What follows belongs to an exercise in optimizing a design on an open flow for small area, a short achievable clock period and few clock cycles per item; a production flow would make more cautious choices.
Function was checked by simulation only, so behaviour that the tests miss may differ from the original.
No activity file was given, so power comes from the tool's default toggle rates.

==> flow/design.v (excerpt) <==
module chebyshev_clenshaw_evaluator_top #(
    parameter int MAX_TERMS = cce_pkg::MAX_TERMS_DEF,
    parameter int NRING     = 2
) (
    input  wire logic                                aclk,
    input  wire logic                                aresetn,
    input  wire logic                                cfg_valid,
    output logic                                     cfg_ready,
    input  wire logic [cce_pkg::DEG_W-1:0]           cfg_data,
    input  wire logic                                s_valid,
    output logic                                     s_ready,
    input  wire logic [cce_pkg::KIND_W-1:0]          s_kind,
    input  wire logic [cce_pkg::INDEX_W-1:0]         s_coeff_index,
    input  wire logic signed [cce_pkg::COEFF_W-1:0]  s_coeff_value,
    input  wire logic signed [cce_pkg::POINT_W-1:0]  s_point,
    output logic                                     m_valid,
    input  wire logic                                m_ready,
    output logic signed [cce_pkg::ACC_W-1:0]         m_value,
    output logic                                     m_saturated
);
For scale: ~5600 cells after synthesis, ~970 flip-flops, roughly 61000 um2 of cells after synthesis.
clock: 11.0 ns
lec_check: 0
abc_clock_period_in_ps: 3000
cap_margin: 20
core_margin: 2
core_utilization: 40
slew_margin: 20
standard.sh (not shown) runs the stock make flow with config.mk's settings and CLKGATE_MAP_FILE= SYNTH_SCRIPT=/design/flow/synth_recipe.tcl, a recipe that flattens the netlist after the stock synthesis.
==> flow/flow/run.sh <==
#!/bin/bash
set -euo pipefail
MARGIN=${MARGIN:-7.5}
bash standard.sh finish \
  "SETUP_SLACK_MARGIN=${MARGIN}" \
  "BUFFER_PORTS_ARGS=-buffer_cell sky130_fd_sc_hd__buf_4" \
  > standard_make.log 2>&1
The first run completed with no timing, DRC or antenna violations.
Testbench counts at the start, summed over its fixed seeds: cycles 20,480, items 4,096.
Rerun with:
==> flow/flow/run.sh (replaced) <==
#!/bin/bash
set -euo pipefail
MARGIN=${MARGIN:-6.5}
bash standard.sh finish \
  "SETUP_SLACK_MARGIN=${MARGIN}" \
  "BUFFER_PORTS_ARGS=-buffer_cell sky130_fd_sc_hd__buf_4" \
  > standard_make.log 2>&1
Outcome:
- setup slack degrades by 0.46 ns
- core utilization shrinks by 4.3 points
- clock skew went up by 0.024 ns
- global-route usage shrinks by 1.5 points
- routed wire length falls by 9.8%
- clock-buffer cell count drops by 12
- cell area decreases by 8.8%
- maximum frequency falls by 11%
- sequential power is lower by about 3%
Rerun with:
==> flow/flow/run.sh (replaced) <==
#!/bin/bash
# The standard layout (standard.sh: the standard synthesis, then ORFS to
# finish) with these changes to how the layout is made:
#  - the port buffers that buffer_ports inserts are buf_4 instead of the
#    delay cell it picks itself;
#  - clock tree synthesis uses clkbuf_8 buffers and no dummy loads.
# The clock period and the SDC are the standard flow's, unchanged.
set -euo pipefail
MARGIN=${MARGIN:-7.6}
bash standard.sh finish \
  "SETUP_SLACK_MARGIN=${MARGIN}" \
  "BUFFER_PORTS_ARGS=-buffer_cell sky130_fd_sc_hd__buf_4" \
  "CTS_ARGS=-sink_clustering_enable -repair_clock_nets -dont_use_dummy_load -buf_list sky130_fd_sc_hd__clkbuf_8" \
  > standard_make.log 2>&1
Outcome: Cell area went up by 10%. Power came out higher by 24%. Global-route usage came out higher by 2.1 points. Register-to-register slack gets better by 0.62 ns. Final cell count rose by 3.7%. Wire length rose by 12%.
Rerun with:
==> flow/flow/run.sh (replaced) <==
#!/bin/bash
set -euo pipefail
MARGIN=${MARGIN:-7}
bash standard.sh finish \
  "SETUP_SLACK_MARGIN=${MARGIN}" \
  "BUFFER_PORTS_ARGS=-buffer_cell sky130_fd_sc_hd__buf_4" \
  > standard_make.log 2>&1
ABC_CLOCK_PERIOD_IN_PS = not set   (was 3000)
Effect: The new run ran to the end with no violations; die area stays the same; wire length falls by 10%; power falls by 16%; worst setup slack degrades by 0.056 ns; critical path depth rises by 6; synthesized area stays the same; global-route usage falls by 1.9 points; cell count falls by 3.3%; via count falls by 5.7%.

* * *

## lane 1
Starting RTL as in the previous note.
clock: 11.0 ns
lec_check: 0
abc_clock_period_in_ps: 3000
cap_margin: 20
core_margin: 2
core_utilization: 40
slew_margin: 20
==> flow/flow/run.sh <==
#!/bin/bash
set -euo pipefail
MARGIN=${MARGIN:-7}
bash standard.sh finish \
  "SETUP_SLACK_MARGIN=${MARGIN}" \
  "BUFFER_PORTS_ARGS=-buffer_cell sky130_fd_sc_hd__buf_4" \
  > standard_make.log 2>&1
Lane 1 finished end to end and its layout was clean on timing, DRC and antenna.
Testbench counts of lane 1, summed over its fixed seeds: cycles 20,480, items 4,096.
Changes in lane 4 relative to lane 1:
==> flow/flow/run.sh <==
#!/bin/bash
set -euo pipefail
MARGIN=${MARGIN:-7.3}
bash standard.sh finish \
  "SETUP_SLACK_MARGIN=${MARGIN}" \
  "BUFFER_PORTS_ARGS=-buffer_cell sky130_fd_sc_hd__buf_4" \
  > standard_make.log 2>&1
Notes after the runs:
Lane 4 reports its leading cell type in the layout, fill and taps excluded as sky130_fd_sc_hd__a22oi_1 while lane 1 reports sky130_fd_sc_hd__dfxtp_1. Max number of diodes added for antenna fixing across lane 1 and lane 4: lane 4. Summary of the comparison: critical path depth is higher in lane 4, relative to lane 1. Route | lane 4 vs lane 1 | wire longer in lane 4. Summary of lane 4 over lane 1: number of clock buffers in the layout fell by about 4%; finished layout cell area rose by 3.2%.

## what the ideal ports hide
In the flow no input, the clock included, has a driving cell. The finished layouts below were timed again as built, in two steps. Step 1 sets driving cells, clkbuf_16 on the clock port and buf_2 on the other inputs (assumed; they add their load-dependent delay and slew). Step 2 moves the port delays by t, midway between the first and last clock arrival at a register: inputs arrive t later, outputs are due t later. That takes back most of the time a late clock gives input paths. a / b / c = no drivers / after step 1 / after step 2; a / b = the first two.
run	shift t [ns]	setup slack, ns	hold slack, ns	worst setup path after step 2	worst data-port slew with drivers (ns)
the first run of note 1	0.803	7.147 / 7.136 / 6.368	0.324 / 0.324 / 0.324	input to register	0.06
the second run of note 1	0.809	6.687 / 6.687 / 6.083	0.327 / 0.327 / 0.327	input to register	0.05
the third run of note 1	0.920	7.099 / 7.030 / 6.350	0.324 / 0.324 / 0.324	input to register	0.07
the fourth run of note 1	0.796	7.044 / 7.044 / 6.282	0.318 / 0.318 / 0.318	input to register	0.05
lane 1	0.796	7.044 / 7.044 / 6.282	0.318 / 0.318 / 0.318	input to register	0.05
lane 4	0.804	7.180 / 7.153 / 6.396	0.325 / 0.325 / 0.325	input to register	0.05
After both steps setup and hold are still met in every run listed. For lane 4, which loses most, drivers alone change the setup slack by -0.027 ns; drivers and shift together by -0.784 ns.
